Source: an optimization exercise on an open RTL-to-GDS flow (aim: small area, a short achievable clock period and few clock cycles). Production flows keep margins and buffers that such runs may drop.
The RTL was checked by simulation tests, not by an equivalence proof against the original design.
Power and IR drop assume default switching activity.

==> design/flow/design.v <==
`default_nettype none
package srt_pkg;
	localparam int DEF_CAPACITY = 32;
	localparam int IDX_W        = 5;
	localparam int NAME_W = 80;
	localparam int REC_W  = 144;
	typedef enum logic [1:0] {
		STATUS_STORED = 2'd0,
		STATUS_FULL   = 2'd1,
		STATUS_LISTED = 2'd2,
		STATUS_EMPTY  = 2'd3
	} status_t;
	typedef enum logic {
		MODE_INSERT = 1'b0,
		MODE_LIST   = 1'b1
	} mode_t;
	typedef struct packed {
		mode_t              mode;
		logic [63:0]        name_head;
		logic [15:0]        name_tail;
		logic signed [31:0] age;
		logic signed [31:0] phone;
	} item_t;
	typedef struct packed {
		status_t            status;
		logic [IDX_W-1:0]   entry_index;
		logic [63:0]        out_name_head;
		logic [15:0]        out_name_tail;
		logic signed [31:0] out_age;
		logic signed [31:0] out_phone;
		logic               last;
	} result_t;
endpackage
`default_nettype wire
`default_nettype none
module srt_ctrl #(
	parameter int CAPACITY = srt_pkg::DEF_CAPACITY
) (
	input  wire logic                    clk,
	input  wire logic                    arst_n,
	input  wire logic                    start,
	input  wire srt_pkg::mode_t          mode,
	input  wire logic [CAPACITY-1:0]     gt,
	output logic                         busy,
	output logic [CAPACITY-1:0]          open,
	output logic [CAPACITY-1:0]          cmp_v,
	output logic [CAPACITY-1:0]          sel,
	output logic                         strobe,
	output srt_pkg::status_t             status,
	output logic [srt_pkg::IDX_W-1:0]    entry_index,
	output logic                         last
);
	localparam int N  = CAPACITY;
	localparam int AW = $clog2(CAPACITY);
	localparam int CW = $clog2(CAPACITY + 1);
	localparam int NG = (N + 7) / 8;
	localparam logic [N-1:0] INJ = (N'(1) << (2 * N / 3)) | (N'(1) << (N / 3)) | N'(1);
	logic [N-1:0]  v_q, v_d;
	logic [AW-1:0] r_q [0:N-1];
	logic [CW-1:0] cnt_q, cnt_d;
	logic          busy_q, busy_d;
	logic [AW-1:0] lbc_q, lbc_d;
	logic [N-1:0]  self1_q, self2_q, self3_q;
	logic          ph3;
	logic [N-1:0]  gt_q;
	logic [N-1:0]  le_q;
	logic [4*NG-1:0] ps_q, ps_d;
	logic          fe1_q, fe2_q, fe3_q;
	logic          emp1_q, emp2_q, emp3_q;
	logic          lw1_q, lw2_q, ll_q;
	logic [AW-1:0] j_q, jl_q, jl1_q, jl2_q;
	logic [AW-1:0] pos, pos_r;
	logic          g_new;
	logic          acc, acc_ins, acc_lst, full;
	logic [N-1:0]  v_prev, avail, pick, inj;    
	logic          busy_slot;
	assign full    = (cnt_q == CW'(N));
	assign acc     = start & ~busy_q;
	assign acc_ins = acc & (mode == srt_pkg::MODE_INSERT) & ~full;
	assign acc_lst = acc & (mode == srt_pkg::MODE_LIST) & (cnt_q != '0);
	assign v_prev = {v_q[N-2:0], v_q[N-1]};
	assign avail  = INJ & ~v_prev;
	assign pick   = avail & (~avail + N'(1));
	assign inj    = pick & {N{acc_ins}};
	assign open   = avail;
	assign v_d    = v_prev | inj;
	assign cnt_d  = cnt_q + CW'(acc_ins);
	assign cmp_v = v_q & {N{self1_q != '0}};
	assign ph3   = (self3_q != '0);
	assign g_new = |({gt_q[N-2:0], gt_q[N-1]} & self3_q);
	always_comb begin
		pos = '0;
		for (int g = 0; g < NG; g++) pos = pos + AW'(ps_q[4*g +: 4]);
	end
	assign pos_r = pos + AW'(g_new);
	always_comb begin
		ps_d = '0;
		for (int g = 0; g < NG; g++) begin
			for (int b = 0; b < 8; b++) ps_d[4*g +: 4] = ps_d[4*g +: 4] + 4'(le_q[8*g+b]);
		end
	end
	always_comb begin
		for (int k = 0; k < N; k++) begin
			sel[k] = (ll_q & v_q[k] & ~self1_q[k] & ~self2_q[k] & (r_q[k] == j_q)) | self3_q[k];
		end
	end
	always_comb begin
		if (acc_lst)              lbc_d = AW'(cnt_q - CW'(1));
		else if (lbc_q != '0)     lbc_d = lbc_q - AW'(1);
		else                      lbc_d = '0;
		busy_slot = (cnt_d != CW'(N)) & ~|(INJ & ~{v_d[N-2:0], v_d[N-1]});
	end
	assign busy_d = (lbc_d != '0) | busy_slot;
	always_ff @(posedge clk or negedge arst_n) begin
		if (!arst_n) begin
			v_q         <= '0;
			cnt_q       <= '0;
			busy_q      <= 1'b0;
			lbc_q       <= '0;
			self1_q     <= '0;
			self2_q     <= '0;
			self3_q     <= '0;
			fe1_q       <= 1'b0;
			fe2_q       <= 1'b0;
			fe3_q       <= 1'b0;
			lw1_q       <= 1'b0;
			lw2_q       <= 1'b0;
			ll_q        <= 1'b0;
			strobe      <= 1'b0;
		end else begin
			v_q     <= v_d;
			cnt_q   <= cnt_d;
			busy_q  <= busy_d;
			lbc_q   <= lbc_d;
			self1_q <= inj;
			self2_q <= {self1_q[N-2:0], self1_q[N-1]};
			self3_q <= {self2_q[N-2:0], self2_q[N-1]};
			fe1_q   <= acc & ~acc_ins & ~acc_lst;
			fe2_q   <= fe1_q;
			fe3_q   <= fe2_q;
			lw1_q   <= acc_lst;
			lw2_q   <= lw1_q;
			if (lw2_q)     ll_q <= 1'b1;
			else if (ll_q) ll_q <= (j_q != jl_q);
			strobe  <= ph3 | ll_q | fe3_q;
		end
	end
	always_ff @(posedge clk) begin
		emp1_q <= (mode == srt_pkg::MODE_LIST);
		emp2_q <= emp1_q;
		emp3_q <= emp2_q;
		gt_q   <= gt;
		le_q   <= v_q & ~gt & ~self1_q;
		ps_q   <= ps_d;
		jl1_q  <= AW'(cnt_q - CW'(1));
		jl2_q  <= jl1_q;
		if (lw2_q) begin
			j_q  <= '0;
			jl_q <= jl2_q;
		end else begin
			j_q  <= j_q + AW'(1);
		end
		for (int k = 0; k < N; k++) begin
			if (self3_q[(k + N - 1) % N])
				r_q[k] <= pos_r;
			else
				r_q[k] <= r_q[(k + N - 1) % N] + AW'(gt_q[(k + N - 2) % N]);
		end
		if (ll_q) begin
			status      <= srt_pkg::STATUS_LISTED;
			entry_index <= j_q;
			last        <= (j_q == jl_q);
		end else if (fe3_q) begin
			status      <= emp3_q ? srt_pkg::STATUS_EMPTY : srt_pkg::STATUS_FULL;
			entry_index <= '0;
			last        <= 1'b1;
		end else begin
			status      <= srt_pkg::STATUS_STORED;
			entry_index <= pos;
			last        <= 1'b1;
		end
	end
	assign busy = busy_q;
endmodule
`default_nettype wire
`default_nettype none
module srt_datapath #(
	parameter int CAPACITY = srt_pkg::DEF_CAPACITY
) (
	input  wire logic                         clk,
	input  wire logic [srt_pkg::NAME_W-1:0]   in_name,
	input  wire logic [63:0]                  in_data,
	input  wire logic [CAPACITY-1:0]          open,
	input  wire logic [CAPACITY-1:0]          cmp_v,
	input  wire logic [CAPACITY-1:0]          sel,
	output logic      [CAPACITY-1:0]          gt,
	output logic      [srt_pkg::REC_W-1:0]    rec_out
);
	localparam int NW = srt_pkg::NAME_W;
	localparam int RW = srt_pkg::REC_W;
	logic [RW-1:0] ring [0:CAPACITY-1];
	logic [NW-1:0] keyn_q;
	logic [NW-1:0] key_d;
	logic [9:0]    fill;
	always_ff @(posedge clk) begin
		for (int k = 0; k < CAPACITY; k++) begin
			if (open[k]) ring[k] <= {in_name, in_data};
			else         ring[k] <= ring[(k + CAPACITY - 1) % CAPACITY];
		end
	end
	always_comb begin
		fill[0] = 1'b0;
		for (int b = 1; b < 10; b++) begin
			fill[b] = fill[b-1] | (in_name[NW-8*(b-1)-1 -: 8] == 8'h00);
		end
		for (int b = 0; b < 10; b++) begin
			key_d[NW-8*b-1 -: 8] = fill[b] ? 8'hff : in_name[NW-8*b-1 -: 8];
		end
	end
	always_ff @(posedge clk) begin
		keyn_q <= ~key_d;
	end
	for (genvar k = 0; k < CAPACITY; k++) begin : g_cmp
		logic gt_k;
		srt_name_gt u_gt (
			.a  (ring[k][RW-1 -: NW]),
			.kn (keyn_q),
			.gt (gt_k)
		);
		assign gt[k] = cmp_v[k] & gt_k;
	end
	always_comb begin
		rec_out = '0;
		for (int k = 0; k < CAPACITY; k++) begin
			rec_out = rec_out | (ring[k] & {RW{sel[k]}});
		end
	end
endmodule
module srt_name_gt (
	input  wire logic [srt_pkg::NAME_W-1:0] a,
	input  wire logic [srt_pkg::NAME_W-1:0] kn,
	output logic                            gt
);
	localparam int NW = srt_pkg::NAME_W;
	logic [7:0][127:0] g;
	logic [7:0][127:0] e;
	always_comb begin
		g = '0;
		e = '1;
		for (int i = 0; i < NW; i++) begin
			g[0][128-NW+i] = a[i] & kn[i];
			e[0][128-NW+i] = a[i] | kn[i];
		end
		for (int l = 0; l < 7; l++) begin
			for (int i = 0; i < (64 >> l); i++) begin
				g[l+1][i] = g[l][2*i+1] | (e[l][2*i+1] & g[l][2*i]);
				e[l+1][i] = g[l][2*i+1] | (e[l][2*i+1] & e[l][2*i]);
			end
		end
	end
	assign gt = g[7][0];
endmodule
`default_nettype wire
`default_nettype none
module sorted_record_table_core #(
	parameter int CAPACITY = srt_pkg::DEF_CAPACITY
) (
	input  wire logic             clk,
	input  wire logic             arst_n,
	input  wire logic             start,
	input  wire srt_pkg::item_t   item,
	output logic                  busy,
	output logic                  strobe,
	output srt_pkg::result_t      result
);
	logic [CAPACITY-1:0]         open;
	logic [CAPACITY-1:0]         cmp_v;
	logic [CAPACITY-1:0]         sel;
	logic [CAPACITY-1:0]         gt;
	logic [srt_pkg::REC_W-1:0]   rec_d;
	logic [srt_pkg::REC_W-1:0]   rec_q;
	srt_ctrl #(
		.CAPACITY (CAPACITY)
	) u_ctrl (
		.clk         (clk),
		.arst_n      (arst_n),
		.start       (start),
		.mode        (item.mode),
		.gt          (gt),
		.busy        (busy),
		.open        (open),
		.cmp_v       (cmp_v),
		.sel         (sel),
		.strobe      (strobe),
		.status      (result.status),
		.entry_index (result.entry_index),
		.last        (result.last)
	);
	srt_datapath #(
		.CAPACITY (CAPACITY)
	) u_datapath (
		.clk     (clk),
		.in_name ({item.name_head, item.name_tail}),
		.in_data ({item.age, item.phone}),
		.open    (open),
		.cmp_v   (cmp_v),
		.sel     (sel),
		.gt      (gt),
		.rec_out (rec_d)
	);
	always_ff @(posedge clk) begin
		rec_q <= rec_d;
	end
	assign result.out_name_head = rec_q[143:80];
	assign result.out_name_tail = rec_q[79:64];
	assign result.out_age       = rec_q[63:32];
	assign result.out_phone     = rec_q[31:0];
endmodule
`default_nettype wire
`default_nettype none
module srt_top (
	input  wire logic        clk,
	input  wire logic        arst_n,
	input  wire logic        start,
	input  wire logic        mode,
	input  wire logic [63:0] name_head,
	input  wire logic [15:0] name_tail,
	input  wire logic [31:0] age,
	input  wire logic [31:0] phone,
	output logic             busy,
	output logic             strobe,
	output logic [1:0]       status,
	output logic [4:0]       entry_index,
	output logic [63:0]      out_name_head,
	output logic [15:0]      out_name_tail,
	output logic [31:0]      out_age,
	output logic [31:0]      out_phone,
	output logic             last
);
	srt_pkg::item_t   item;
	srt_pkg::result_t result;
	assign item.mode      = srt_pkg::mode_t'(mode);
	assign item.name_head = name_head;
	assign item.name_tail = name_tail;
	assign item.age       = age;
	assign item.phone     = phone;
	sorted_record_table_core #(
		.CAPACITY (32)
	) u_core (
		.clk    (clk),
		.arst_n (arst_n),
		.start  (start),
		.item   (item),
		.busy   (busy),
		.strobe (strobe),
		.result (result)
	);
	assign status        = result.status;
	assign entry_index   = result.entry_index;
	assign out_name_head = result.out_name_head;
	assign out_name_tail = result.out_name_tail;
	assign out_age       = result.out_age;
	assign out_phone     = result.out_phone;
	assign last          = result.last;
endmodule
`default_nettype wire
==> design/flow/run.sh <==
#!/bin/bash
# synth_recipe.tcl (not shown) runs the flow's synth.tcl, then flattens the netlist and writes it again
# the make line also repeats each setting of config.mk as NAME=value (left out here)
make -C /OpenROAD-flow-scripts/flow DESIGN_CONFIG=/design/flow/config.mk WORK_HOME=/design/flow/orfs CLKGATE_MAP_FILE= SYNTH_SCRIPT=/design/flow/synth_recipe.tcl finish
==> design/flow/config.mk <==
export PLATFORM = sky130hd
export DESIGN_NAME = srt_top
export DESIGN_NICKNAME = srt_top
export VERILOG_FILES = /design/flow/design.v
export SDC_FILE = /design/flow/constraint.sdc
export NUM_CORES = 4
export LEC_CHECK = 0
export CAP_MARGIN = 25
export CORE_MARGIN = 2
export CORE_UTILIZATION = 40
export SETUP_SLACK_MARGIN = 5
export SLEW_MARGIN = 25
export SYNTH_MEMORY_MAX_BITS = 16384
==> design/flow/constraint.sdc <==
create_clock -name core_clock -period 8.5 [get_ports {clk}]
set_input_delay 1.7000 -clock core_clock [delete_from_list [all_inputs] [get_ports {clk}]]
set_output_delay 1.7000 -clock core_clock [all_outputs]
set_load 0.01 [all_outputs]
==> impl_metrics.env, run 1 <==
export IMPL_worst_path_buf_inv=3
export IMPL_hp_class="reg -> reg"
export IMPL_crit_chain="buf_12, clkinvlp_4, buf_12, o21ai_4, o2111ai_4, a22oi_2, a31oi_4, o211ai_1, nand4_1, a31oi_2, nor2b_1"
export IMPL_synthAdderAreaFrac_pct=4.03
export IMPL_grt_first_pass_wirelength_um=1250000
export IMPL_synth_area_per_cell_um2=10.2
export IMPL_slowest_stage="o211ai_1"
export IMPL_synth_simple_area_share_pct=8.13
export IMPL_power_leakage_nw=86.0
export IMPL_cpPeakStageDelay_ps=770
export IMPL_firstDrtPassIters=12
export IMPL_n_fill_cell=43500
export IMPL_grt_pass1_vias=160000
export IMPL_clk_path_buf_depth=4
export IMPL_post_dp_hpwl_um=601000
export IMPL_netlist_instances=18800
export IMPL_async_flop_share_pct=1.16
export IMPL_p_per_area_mw_per_mm2=274
export IMPL_grt_max_degree=85
export IMPL_wl_per_cell_um=36.1
export IMPL_fin_cells=25800
export IMPL_synth_seq_cells=5163
export IMPL_finalSetupViolCount=0
export IMPL_rsz0062_at_grt="yes"
export IMPL_critical_path_class="reg -> reg"
export IMPL_crit_family="compound AO/OA/AOI/OAI gates"
export IMPL_end_kind="flip-flop"
export IMPL_total_power_mw=62.6
export IMPL_hold_slack_ps=268
export IMPL_peakVddDrop_mv=0.254
export IMPL_syn_area_mm2=0.192
export IMPL_hold_buffers=0
export IMPL_cts_tree="built"
export IMPL_syn_nets=19000
export IMPL_cts_htree_levels=6
export IMPL_gp_congestion=1.04
export IMPL_cts_inserted_buffers=551
export IMPL_die_area_mm2=0.486
export IMPL_finClkSkew_ps=187
export IMPL_slew_violations=0
export IMPL_hold_viol_final=0
export IMPL_grt_remaining_overflow=0
export IMPL_max_freq_mhz=271
export IMPL_drt_initial_drc_count=31700
export IMPL_period_minus_slack_ps=3690
export IMPL_crit_path_max_fanout=12
export IMPL_synth_top_family_by_area="compound AO/OA/AOI/OAI gates"
export IMPL_crit_top_cell="buf_12"
export IMPL_slew_limit_headroom_pct=14.0
export IMPL_drive_gt1_share_pct=13.7
export IMPL_start_util_pct=40.1
export IMPL_layout_commonest_cell="dfxtp_1"
export IMPL_antenna_left=0
export IMPL_nets=19100
export IMPL_drc_errors=0
export IMPL_ys_types=98
export IMPL_synth_top_area_share_pct=53.1
export IMPL_die_h_um=697
export IMPL_start_kind="flip-flop"
export IMPL_worstPathRequired_ps=9460
export IMPL_vias_per_cell=6.87
export IMPL_place_inst=24400
export IMPL_synth_edf_count=5
export IMPL_multi_input_area_mm2=0.0851
export IMPL_synth_area_leaders="dfxtp_1 (53%), a22oi_1 (3.5%), a221oi_1 (3.4%), o21ai_0 (3.2%), maj3_1 (3.1%)"
export IMPL_worstMarginPinSlew_ps=1280
export IMPL_num_io_pins=302
export IMPL_portBuffers=301
export IMPL_utilization_pct=47.7
export IMPL_cap_viol_max_count=0
export IMPL_synth_compound_area_share_pct=26.9
export IMPL_synth_xor_area_share_pct=1.28
export IMPL_layout_common_cells="dfxtp_1 (4973), o21ai_0 (1175), a21oi_1 (1110)"
export IMPL_synth_top_area_cell="dfxtp_1"
export IMPL_antenna_found_initial=113
export IMPL_grt_usage_pct=36.0
export IMPL_core_area_mm2=0.478
export IMPL_die_w_um=697
export IMPL_clk_pin_slew_worst_paths_ps=60
export IMPL_wirelength_um=931000
export IMPL_synthMuxAreaShare_pct=2.43
export IMPL_rows=254
export IMPL_min_period_over_period_pct=43.4
export IMPL_finalSetupTns_ps=0
export IMPL_cts_sinks=5163
export IMPL_synth_main_ff_cell="dfxtp_1"
export IMPL_ctsRootBufferMaster="clkbuf_16"
export IMPL_yosys_warnings=7
export IMPL_status="no timing/DRC/antenna violations"
export IMPL_syn2layout_area_growth_pct=18.9
export IMPL_seq_area_frac_synth_pct=54.0
export IMPL_clk_latency_ps=1200
export IMPL_num_vias=177000
export IMPL_crit_arrival_ps=4640
export IMPL_regArea_mm2=0.104
[through the flow]
stage	instance area (um2)	setup WS (ps)
2_1_floorplan	192000	4810
3_3_place_gp	201000	2610
3_5_place_dp	201000	2620
4_1_cts	225000	4900
5_1_grt	228000	4880
6_report	228000	4810
[cell families after synthesis]
logic type | after synthesis
simple gates | 3271
flops | 5163
mux | 414
xor+xnor | 280
fa+ha+maj | 726
buf+inv | 1536
compound gates | 7360
[synth_stat cells (34+ instances only)]
cell type,instances
dfxtp_1,5098
o21ai_0,1227
a21oi_1,1149
a22oi_1,885
nor2_1,828
nand2_1,822
clkbuf_1,763
a221oi_1,736
a22o_1,629
o31ai_1,604
maj3_1,601
a31oi_1,560
mux2_2,414
nand3_1,412
nand4_1,353
buf_2,330
nor3_1,308
a222oi_1,299
buf_1,243
xnor2_1,219
inv_1,178
a211oi_1,163
or3_1,147
o211ai_1,115
o21ai_1,103
o22ai_1,96
or2_2,91
a21o_1,88
ha_1,87
o21a_1,84
and2_1,72
o2111ai_1,71
a211o_1,70
o221ai_1,63
xor2_1,61
dfrtp_1,60
or4_1,58
nor2b_1,43
nor4_1,43
a221o_1,42
a2111oi_0,41
o32ai_1,36
a31o_2,34
[power by group]
| part | total, mW | leakage (nW) | switching [mW] | internal, mW |
|---|---|---|---|---|
| sequential | 29.1 | 43.8 | 2.75 | 26.3 |
| combinational | 8.16 | 32.9 | 5.11 | 3.04 |
| clock | 25.4 | 9.33 | 10.7 | 14.7 |
[worst reg2reg max path, delay by kind of cell (launching register included)]
kind | cells | cell delay [ps]
compound gates | 6 | 2040
buf+inv | 3 | 440
flops | 1 | 360
simple gates | 2 | 660
[path summary, 6_finish.rpt]
check / startpoint / endpoint / slack [ps] / cells after the start
worst min register to register: u_core.u_datapath.ring[22][6] / u_core.u_datapath.ring[23][6] / 270 / 0
worst max register to register: u_core.u_datapath.keyn_q[11] / u_core.u_ctrl.le_q[24] / 4810 / 11
worst min-delay path: u_core.u_datapath.ring[22][6] / u_core.u_datapath.ring[23][6] / 270 / 0
max in group asynchronous: arst_n / u_core.u_ctrl.v_q[20] / 7190 / 1
min in group asynchronous: arst_n / u_core.u_ctrl.strobe / 690 / 1
worst max-delay path: u_core.u_datapath.keyn_q[11] / u_core.u_ctrl.le_q[24] / 4810 / 11
[layout make-up]
type | instances | share of cell area [%]
Clock buffer | 787 | 7.08
Clock inverter | 200 | 1.26
Inverter | 187 | 0.340
Antenna cell | 64 | 0.0701
Sequential cell | 5163 | 45.6
Timing Repair Buffer | 910 | 4.86
Timing Repair inverter | 1 | 0.00219
Tap cell | 6400 | 3.51
Multi-Input combinational cell | 12100 | 37.3
[what timing repair did]
| action | 4_1_cts | 5_1_grt |
|---|---|---|
| gates resized for setup | 977 | 312 |
| buffers inserted | 129 | 117 |
| endpoints found under the setup margin | 403 | 103 |
| pin swaps | 65 | 79 |
| gates cloned | 25 | 38 |
[per-layer routing]
layer,track usage [%],wire [um]
met1,46.0,346000
met2,50.4,375000
met3,12.6,134000
met4,25.1,76100
met5,0.00990,619
[flip-flops by register name (all words and copies together), names as in the netlist, 6 cells and up]
register                  cells
u_core.u_ctrl.v_q            32
u_core.u_ctrl.cnt_q           6
u_core.u_ctrl.le_q           32
u_core.u_ctrl.gt_q           32
u_core.u_datapath.ring     4608
u_core.rec_q                144
u_core.u_ctrl.r_q           160
u_core.u_ctrl.ps_q           16
u_core.u_datapath.keyn_q     80
Testbench counts, summed over its fixed seeds: cycles 4,032.
==> inputs of run 2 (changes only) <==
--- a/design/flow/design.v
+++ b/design/flow/design.v
@@ -45,3 +45,2 @@
 	output logic [CAPACITY-1:0]          open,
-	output logic [CAPACITY-1:0]          cmp_v,
 	output logic [CAPACITY-1:0]          sel,
@@ -64,4 +63,4 @@
 	logic          ph3;
-	logic [N-1:0]  gt_q;
-	logic [N-1:0]  le_q;
+	logic [N-1:0]  gtr_q, cmp_q;
+	logic [N-1:0]  gt_c, le_c;
 	logic [4*NG-1:0] ps_q, ps_d;
@@ -87,5 +86,6 @@
 	assign cnt_d  = cnt_q + CW'(acc_ins);
-	assign cmp_v = v_q & {N{self1_q != '0}};
+	assign gt_c = gtr_q & cmp_q;
+	assign le_c = ~gtr_q & cmp_q;
 	assign ph3   = (self3_q != '0);
-	assign g_new = |({gt_q[N-2:0], gt_q[N-1]} & self3_q);
+	assign g_new = |({gt_c[N-2:0], gt_c[N-1]} & self3_q);
 	always_comb begin
@@ -98,3 +98,3 @@
 		for (int g = 0; g < NG; g++) begin
-			for (int b = 0; b < 8; b++) ps_d[4*g +: 4] = ps_d[4*g +: 4] + 4'(le_q[8*g+b]);
+			for (int b = 0; b < 8; b++) ps_d[4*g +: 4] = ps_d[4*g +: 4] + 4'(le_c[8*g+b]);
 		end
@@ -151,4 +151,4 @@
 		emp3_q <= emp2_q;
-		gt_q   <= gt;
-		le_q   <= v_q & ~gt & ~self1_q;
+		gtr_q  <= gt;
+		cmp_q  <= v_q & ~self1_q & {N{self1_q != '0}};
 		ps_q   <= ps_d;
@@ -166,3 +166,3 @@
 			else
-				r_q[k] <= r_q[(k + N - 1) % N] + AW'(gt_q[(k + N - 2) % N]);
+				r_q[k] <= r_q[(k + N - 1) % N] + AW'(gt_c[(k + N - 2) % N]);
 		end
@@ -193,3 +193,2 @@
 	input  wire logic [CAPACITY-1:0]          open,
-	input  wire logic [CAPACITY-1:0]          cmp_v,
 	input  wire logic [CAPACITY-1:0]          sel,
@@ -202,2 +201,3 @@
 	logic [NW-1:0] keyn_q;
+	logic [NW-1:0] key_q;
 	logic [NW-1:0] key_d;
@@ -221,2 +221,3 @@
 		keyn_q <= ~key_d;
+		key_q  <= key_d;
 	end
@@ -226,6 +227,6 @@
 			.a  (ring[k][RW-1 -: NW]),
-			.kn (keyn_q),
+			.kn ((k < CAPACITY / 2) ? keyn_q : ~key_q),
 			.gt (gt_k)
 		);
-		assign gt[k] = cmp_v[k] & gt_k;
+		assign gt[k] = gt_k;
 	end
@@ -276,3 +277,2 @@
 	logic [CAPACITY-1:0]         open;
-	logic [CAPACITY-1:0]         cmp_v;
 	logic [CAPACITY-1:0]         sel;
@@ -291,3 +291,2 @@
 		.open        (open),
-		.cmp_v       (cmp_v),
 		.sel         (sel),
@@ -305,3 +304,2 @@
 		.open    (open),
-		.cmp_v   (cmp_v),
 		.sel     (sel),
==> impl_metrics.env, run 2 <==
export IMPL_pre_cts_slack_ps=2630
export IMPL_critical_path_class="reg -> reg"
export IMPL_rows=255
export IMPL_async_flop_share_pct=1.14
export IMPL_start_kind="flip-flop"
export IMPL_status="no timing/DRC/antenna violations"
export IMPL_layout_commonest_cell="dfxtp_1"
export IMPL_largest_register="u_core.u_datapath.ring"
export IMPL_finalSetupViolCount=0
export IMPL_peakVddDrop_mv=0.230
export IMPL_clk_pin_slew_worst_paths_ps=60
export IMPL_crit_family="compound AO/OA/AOI/OAI gates"
export IMPL_synth_seq_cells=5243
export IMPL_cts_inserted_buffers=557
export IMPL_crit_path_max_fanout=40
export IMPL_hold_viol_final=0
export IMPL_synth_most_common_cell="dfxtp_1"
export IMPL_min_period_over_period_pct=44.1
export IMPL_switchingPower_mw=18.4
export IMPL_synth_top_area_cell="dfxtp_1"
export IMPL_clk_path_buf_depth=4
export IMPL_drc_errors=0
export IMPL_end_kind="flip-flop"
export IMPL_syn_nets=19200
export IMPL_p_per_area_mw_per_mm2=277
export IMPL_finalSetupTns_ps=0
export IMPL_top_regs="u_core.u_datapath.ring: 4608 flops, u_core.u_ctrl.r_q: 160 flops, u_core.rec_q: 144 flops"
export IMPL_gp_congestion=1.05
export IMPL_worstPathRequired_ps=9440
export IMPL_grt_pass1_vias=158000
export IMPL_synth_common_cells="dfxtp_1 (5178), o21ai_0 (1453), a21oi_1 (1296)"
export IMPL_period_minus_slack_ps=3750
export IMPL_die_w_um=699
export IMPL_start_util_pct=40.1
export IMPL_finClkSkew_ps=84.7
export IMPL_portBuffers=301
export IMPL_syn2layout_area_growth_pct=16.6
export IMPL_grt_first_pass_wirelength_um=1260000
export IMPL_core_area_mm2=0.482
export IMPL_ys_types=101
export IMPL_wirelength_um=929000
export IMPL_seq_area_frac_synth_pct=54.5
export IMPL_clk_latency_ps=1150
export IMPL_drive_gt1_share_pct=12.9
export IMPL_grt_max_degree=87
export IMPL_ctsRootBufferMaster="clkbuf_16"
export IMPL_post_dp_hpwl_um=626000
export IMPL_multi_input_area_mm2=0.0827
export IMPL_power_internal_mw=44.0
export IMPL_synth_area_per_cell_um2=10.2
export IMPL_crit_arrival_ps=4690
export IMPL_synth_top_area_share_pct=53.7
export IMPL_wl_per_cell_um=35.8
export IMPL_worst_path_buf_inv=1
export IMPL_num_vias=172000
export IMPL_hold_slack_ps=314
export IMPL_worstMarginPinSlew_ps=1350
export IMPL_p_comb_share_pct=11.7
export IMPL_syn_area_mm2=0.193
export IMPL_synth_main_ff_cell="dfxtp_1"
export IMPL_largest_reg_flops=4608
export IMPL_synth_area_leaders="dfxtp_1 (54%), a22oi_1 (4.8%), maj3_1 (4.1%), o21ai_0 (3.8%), a21oi_1 (3.4%)"
export IMPL_n_fill_cell=44300
export IMPL_power_leakage_nw=86.3
export IMPL_die_area_mm2=0.489
export IMPL_netlist_instances=19000
export IMPL_grt_remaining_overflow=0
export IMPL_max_freq_mhz=267
export IMPL_drt_initial_drc_count=29800
export IMPL_hp_class="reg -> reg"
export IMPL_slowest_stage="a21boi_0"
export IMPL_antenna_found_initial=103
export IMPL_num_io_pins=302
export IMPL_crit_chain="buf_4, or2_2, o21ai_0, a22oi_1, a21boi_0, o2111ai_1, o21ai_1"
export IMPL_cpPeakStageDelay_ps=840
export IMPL_slew_limit_headroom_pct=9.28
export IMPL_cap_viol_max_count=0
export IMPL_regArea_mm2=0.106
export IMPL_grt_usage_pct=36.0
export IMPL_cts_sinks=5243
export IMPL_seq_power_share_pct=47.4
export IMPL_power_frac_clock_pct=40.8
export IMPL_die_h_um=699
export IMPL_slew_violations=0
export IMPL_cts_htree_levels=6
export IMPL_cts_tree="built"
export IMPL_antenna_left=0
export IMPL_vias_per_cell=6.63
export IMPL_rsz0062_at_grt="yes"
export IMPL_swShare_pct=29.5
export IMPL_layout_common_cells="dfxtp_1 (5049), o21ai_0 (1423), a21oi_1 (1272)"
export IMPL_firstDrtPassIters=12
export IMPL_worst_slack_ps=4750
export IMPL_yosys_warnings=7
export IMPL_nets=19300
export IMPL_synth_edf_count=5
-- run 2: path summary, 6_finish.rpt --
| check | depth (start not counted) | endpoint | from | slack, ps |
|---|---|---|---|---|
| hold reg to reg | 0 | u_core.u_datapath.ring[29][32] | u_core.u_datapath.ring[28][32] | 310 |
| min in group asynchronous | 1 | u_core.u_ctrl.lw2_q | arst_n | 730 |
| setup reg to reg | 7 | u_core.u_ctrl.gtr_q[5] | u_core.u_datapath.keyn_q[76] | 4750 |
| setup / recovery | 7 | u_core.u_ctrl.gtr_q[5] | u_core.u_datapath.keyn_q[76] | 4750 |
| max in group asynchronous | 1 | u_core.u_ctrl.v_q[31] | arst_n | 7000 |
| hold / removal | 0 | u_core.u_datapath.ring[29][32] | u_core.u_datapath.ring[28][32] | 310 |
-- run 2: metal layers --
layer	up-vias	routed length [um]	part of all wire, %	track usage [%]
met5	-	284	0.031	0
met3	2807	125000	13	11.7
li1	71800	-	-	-
met4	44	68300	7.3	22.5
met1	84300	359000	39	47.4
met2	13000	376000	40	50.9
-- run 2: area by class of cell --
| class | instances | share of cell area [%] |
|---|---|---|
| timing repair buffer | 752 | 3.17 |
| sequential | 5243 | 46.9 |
| clock buffer | 779 | 7.11 |
| clock inverter | 224 | 1.42 |
| inverter | 548 | 0.990 |
| timing repair inverter | 23 | 0.0567 |
| antenna | 47 | 0.0522 |
| tap | 6425 | 3.57 |
| multi-input combinational | 11900 | 36.7 |
-- run 2: timing repair --
action,in CTS,in global routing
hold buffers,0,0
buffers inserted,66,54
pin swaps,41,36
cloned,21,9
resized for setup,863,198
endpoints found under the setup margin,426,84
-- run 2: cells by family after synthesis --
| kind of cell | share of synthesized area (%) |
|---|---|
| AOI/OAI and AO/OA | 24.9 |
| and+or+nand+nor | 8.27 |
| adders and majority gates | 5.00 |
| muxes | 2.41 |
| xor gates and xnor gates | 1.26 |
| DFF | 54.5 |
| buffers and inverters | 3.69 |
-- run 2: worst register-to-register path, stage by stage (launching register included) --
cell       delay (ps)
dfxtp_1           300
buf_4             380
or2_2             390
o21ai_0           120
a22oi_1           510
a21boi_0          840
o2111ai_1         560
o21ai_1           480
-- run 2: power by group through the flow --
| stage | registers (mW) | clock network [mW] | logic [mW] |
|---|---|---|---|
| 2_1_floorplan | 28.5 | 0 | 4.01 |
| 3_3_place_gp | 29.9 | 0 | 6.60 |
| 3_5_place_dp | 29.9 | 0 | 6.66 |
| 4_1_cts | 29.4 | 25.5 | 6.82 |
| 5_1_grt | 29.7 | 26.6 | 7.60 |
| 6_report | 29.6 | 25.5 | 7.34 |
-- run 2: stage by stage --
step	area, um2	power (mW)	cells	util [%]
after floorplan	193000	32.5	19000	-
after global placement	202000	36.5	24800	42.0
after detailed placement	202000	36.6	24800	42.0
after CTS	224000	61.8	25800	46.5
after global routing	225000	63.8	25900	46.7
final	225000	62.4	26000	46.7
Testbench counts of run 2, summed over its fixed seeds: cycles 4,032.
==> inputs of run 3 (changes only) <==
--- a/design/flow/design.v
+++ b/design/flow/design.v
@@ -245,4 +245,7 @@
 	localparam int NW = srt_pkg::NAME_W;
-	logic [7:0][127:0] g;
-	logic [7:0][127:0] e;
+	localparam int SEG = 16;
+	localparam int NS  = NW / SEG;
+	logic [5:0][31:0] g;
+	logic [5:0][31:0] e;
+	logic             gs, es;
 	always_comb begin
@@ -250,8 +253,14 @@
 		e = '1;
-		for (int i = 0; i < NW; i++) begin
-			g[0][128-NW+i] = a[i] & kn[i];
-			e[0][128-NW+i] = a[i] | kn[i];
+		for (int s = 0; s < NS; s++) begin
+			gs = a[SEG*s] & kn[SEG*s];
+			es = a[SEG*s] | kn[SEG*s];
+			for (int b = 1; b < SEG; b++) begin
+				gs = (a[SEG*s+b] & kn[SEG*s+b]) | ((a[SEG*s+b] | kn[SEG*s+b]) & gs);
+				es = (a[SEG*s+b] & kn[SEG*s+b]) | ((a[SEG*s+b] | kn[SEG*s+b]) & es);
+			end
+			g[0][32-NS+s] = gs;
+			e[0][32-NS+s] = es;
 		end
-		for (int l = 0; l < 7; l++) begin
-			for (int i = 0; i < (64 >> l); i++) begin
+		for (int l = 0; l < 5; l++) begin
+			for (int i = 0; i < (16 >> l); i++) begin
 				g[l+1][i] = g[l][2*i+1] | (e[l][2*i+1] & g[l][2*i]);
@@ -261,3 +270,3 @@
 	end
-	assign gt = g[7][0];
+	assign gt = g[5][0];
 endmodule
--- a/design/flow/config.mk
+++ b/design/flow/config.mk
@@ -10,2 +10,4 @@
 export CORE_UTILIZATION = 40
+export CTS_CLUSTER_DIAMETER = 60
+export CTS_CLUSTER_SIZE = 20
 export SETUP_SLACK_MARGIN = 5
==> impl_metrics.env, run 3 <==
export IMPL_layout_commonest_cell="dfxtp_1"
export IMPL_switchingPower_mw=16.3
export IMPL_die_area_mm2=0.469
export IMPL_r2r_slack_ps=4490
export IMPL_nets=18100
export IMPL_min_period_over_period_pct=47.2
export IMPL_end_kind="flip-flop"
export IMPL_grt_remaining_overflow=0
export IMPL_num_vias=163000
export IMPL_die_w_um=685
export IMPL_swShare_pct=29.7
export IMPL_worst_slack_ps=4490
export IMPL_core_area_mm2=0.463
export IMPL_cp_endpoint="u_core.u_ctrl.gtr_q[24]"
export IMPL_synth_seq_cells=5243
export IMPL_rsz0062_at_grt="yes"
export IMPL_largest_reg_flops=4608
export IMPL_cts_inserted_buffers=406
export IMPL_drc_errors=0
export IMPL_drt_initial_drc_count=28700
export IMPL_clk_pin_slew_worst_paths_ps=80
export IMPL_r2r_start="u_core.u_datapath.key_q[0]"
export IMPL_synth_top_area_cell="dfxtp_1"
export IMPL_ctsRootBufferMaster="clkbuf_16"
export IMPL_finalSetupTns_ps=0
export IMPL_rows=250
export IMPL_fin_area_mm2=0.215
export IMPL_cp_startpoint="u_core.u_datapath.key_q[0]"
export IMPL_portBuffers=301
export IMPL_antenna_found_initial=103
export IMPL_drive_gt1_share_pct=12.8
export IMPL_utilization_pct=46.4
export IMPL_pre_cts_slack_ps=1990
export IMPL_p_comb_share_pct=10.8
export IMPL_syn_area_mm2=0.185
export IMPL_power_internal_mw=38.7
export IMPL_wirelength_um=877000
export IMPL_use_met2_pct=51.5
export IMPL_p_per_area_mw_per_mm2=256
export IMPL_hold_slack_ps=282
export IMPL_vias_per_cell=6.66
export IMPL_max_freq_mhz=249
export IMPL_syn2layout_area_growth_pct=15.8
export IMPL_placed_area_mm2=0.195
export IMPL_die_h_um=685
export IMPL_busiest_layer="met2"
export IMPL_seq_power_share_pct=51.9
export IMPL_grt_use_met3_pct=11.6
export IMPL_synth_top_area_share_pct=55.9
export IMPL_period_minus_slack_ps=4010
export IMPL_synth_common_cells="dfxtp_1 (5178), a21oi_1 (1131), a22oi_1 (1078)"
export IMPL_status="no timing/DRC/antenna violations"
export IMPL_start_kind="flip-flop"
export IMPL_rr_endpoint="u_core.u_ctrl.gtr_q[24]"
export IMPL_synth_area_per_cell_um2=10.4
export IMPL_worstPathRequired_ps=9400
export IMPL_num_io_pins=302
export IMPL_power_leakage_nw=83.0
export IMPL_grt_usage_pct=35.0
export IMPL_peakVddDrop_mv=0.197
export IMPL_cts_sinks=5243
export IMPL_use_met1_pct=43.8
export IMPL_synth_main_ff_cell="dfxtp_1"
export IMPL_place_inst=23400
export IMPL_hp_class="reg -> reg"
export IMPL_syn_nets=18100
export IMPL_start_util_pct=40.1
export IMPL_synth_edf_count=5
export IMPL_top_regs="u_core.u_datapath.ring: 4608 flops, u_core.u_ctrl.r_q: 160 flops, u_core.rec_q: 144 flops"
export IMPL_finClkSkew_ps=91.2
export IMPL_total_power_mw=55.0
export IMPL_grt_pass1_vias=151000
export IMPL_cap_viol_max_count=0
export IMPL_rr_worst_depth=13
export IMPL_grt_first_pass_wirelength_um=1180000
export IMPL_post_dp_hpwl_um=563000
export IMPL_yosys_warnings=7
export IMPL_worstMarginPinSlew_ps=1310
export IMPL_netlist_instances=17800
export IMPL_cts_tree="built"
export IMPL_async_flop_share_pct=1.14
export IMPL_gp_congestion=1.04
export IMPL_synth_most_common_cell="dfxtp_1"
export IMPL_finalSetupViolCount=0
export IMPL_wl_per_cell_um=35.9
export IMPL_seq_area_frac_synth_pct=56.8
export IMPL_firstDrtPassIters=13
export IMPL_cts_htree_levels=5
export IMPL_crit_arrival_ps=4920
export IMPL_critical_path_class="reg -> reg"
export IMPL_slew_violations=0
export IMPL_clk_latency_ps=1110
export IMPL_fin_cells=24400
export IMPL_power_frac_clock_pct=37.3
export IMPL_synth_area_leaders="dfxtp_1 (56%), a22oi_1 (4.4%), maj3_1 (3.2%), a21oi_1 (3.1%), mux2_2 (2.5%)"
export IMPL_layout_common_cells="dfxtp_1 (5079), a21oi_1 (1087), a22oi_1 (1074)"
export IMPL_crit_path_max_fanout=6
export IMPL_slew_limit_headroom_pct=11.6
export IMPL_clk_path_buf_depth=4
export IMPL_largest_register="u_core.u_datapath.ring"
export IMPL_antenna_left=0
export IMPL_hold_viol_final=0
export IMPL_grt_max_degree=75
export IMPL_ys_types=92
[run 3: changes by cell type after synthesis, sizes merged, moves of 99 or more]
cell / change
a22oi: -150
o21ai: -591
o22ai: +255
a21oi: -165
clkbuf: +109
buf: -227
nor2: +99
maj3: -215
o31ai: -158
[run 3: what timing repair did]
item	4_1_cts	5_1_grt
resized for setup	859	338
cloned	26	19
setup buffers	101	71
endpoints found under the setup margin	431	108
pin swaps	127	178
hold buffers	0	0
[run 3: logic make-up (layout without fill, tap and decap cells)]
| family | Yosys count | count (layout) | synth area share, % |
|---|---|---|---|
| xor gates and xnor gates | 274 | 274 | 1.29 |
| and+or+nand+nor | 3325 | 3325 | 8.66 |
| muxes | 414 | 414 | 2.51 |
| other | 0 | 71 | 0 |
| DFF | 5243 | 5243 | 56.8 |
| AOI/OAI and AO/OA | 6179 | 6181 | 23.3 |
| buffers and inverters | 1681 | 2032 | 3.42 |
| adders and majority gates | 702 | 702 | 4.04 |
[run 3: layout make-up]
class	instances	area [um2]
flip-flops and latches	5243	106000
inverters	538	2170
clock buffers	449	10500
repair buffers	778	8260
fillers	42700	248000
clock inverters	256	3440
repair inverters	11	55.1
well taps	6174	7720
multi-input cells	10900	76900
diodes	71	178
[run 3: worst min path at each step]
| stage | start | to | slack (ps) | cells after the start |
|---|---|---|---|---|
| 3_5_place_dp | u_core.u_ctrl.jl1_q[3] | u_core.u_ctrl.jl2_q[3] | 310 | 0 |
| 5_1_grt | u_core.u_datapath.ring[29][15] | u_core.u_datapath.ring[30][15] | 290 | 0 |
| 6_report | u_core.u_datapath.ring[10][47] | u_core.u_datapath.ring[11][47] | 280 | 0 |
| 3_3_place_gp | u_core.u_ctrl.jl1_q[2] | u_core.u_ctrl.jl2_q[2] | 310 | 0 |
| 2_1_floorplan | u_core.u_ctrl.emp1_q | u_core.u_ctrl.emp2_q | 310 | 0 |
| 4_1_cts | u_core.u_datapath.ring[10][47] | u_core.u_datapath.ring[11][47] | 280 | 0 |
[run 3: layer usage]
metal | up-vias | routed length (um)
met2 | 12500 | 364000
met4 | 78 | 68300
met1 | 79400 | 324000
met3 | 3317 | 119000
met5 | - | 773
li1 | 67300 | -
[run 3: power groups by stage]
stage	registers, mW	logic [mW]	clock network, mW
after CTS	28.4	5.47	20.5
after detailed placement	29.0	5.05	0
after floorplan	27.9	3.24	0
after global placement	29.0	5.00	0
final	28.6	5.92	20.5
after global routing	28.6	6.13	21.5
[run 3: critical path, cell delays in order (launching register included)]
cell,delay (ps)
dfxtp_4,410
buf_4,140
nor2b_1,50
maj3_2,310
maj3_2,340
maj3_2,360
a211o_1,250
o2111ai_2,120
a2bb2oi_4,150
o2111ai_4,340
a311oi_2,200
buf_4,220
o211ai_1,640
a41oi_1,270
Testbench counts of run 3, summed over its fixed seeds: cycles 4,032.

[afterwards: timing with drivers on the ports]
No port has a modelled driver above. Below, the same layouts with a new extraction and two added sets of constraints.
Step 1, drivers: a clkbuf_16 drives clk and a buf_2 each remaining input, both assumed.
Step 2 adds t to the input delays and takes it off the output delays; t is the mean of the earliest and latest rising clock arrival at the registers after step 1. Input paths then give back, and output paths get back, about the clock's delay inside the block.
a / b / c = no drivers / after step 1 / after step 2; a / b = the first two.
| run | t, ns | setup WS [ns] | worst setup path at the end | slew at the worst register clock pin (ns) |
|---|---|---|---|---|
| run 1 | 1.245 | 4.815 / 4.815 / 3.845 | input to register | 0.08 / 0.08 |
| run 2 | 1.244 | 4.753 / 4.753 / 3.749 | input to register | 0.07 / 0.07 |
| run 3 | 1.184 | 4.485 / 4.485 / 3.856 | input to register | 0.09 / 0.09 |
After both steps every run listed still meets setup and hold. The setup slack of run 2, which loses most, moves by 0.000 ns with the drivers and by -1.004 ns with both steps.
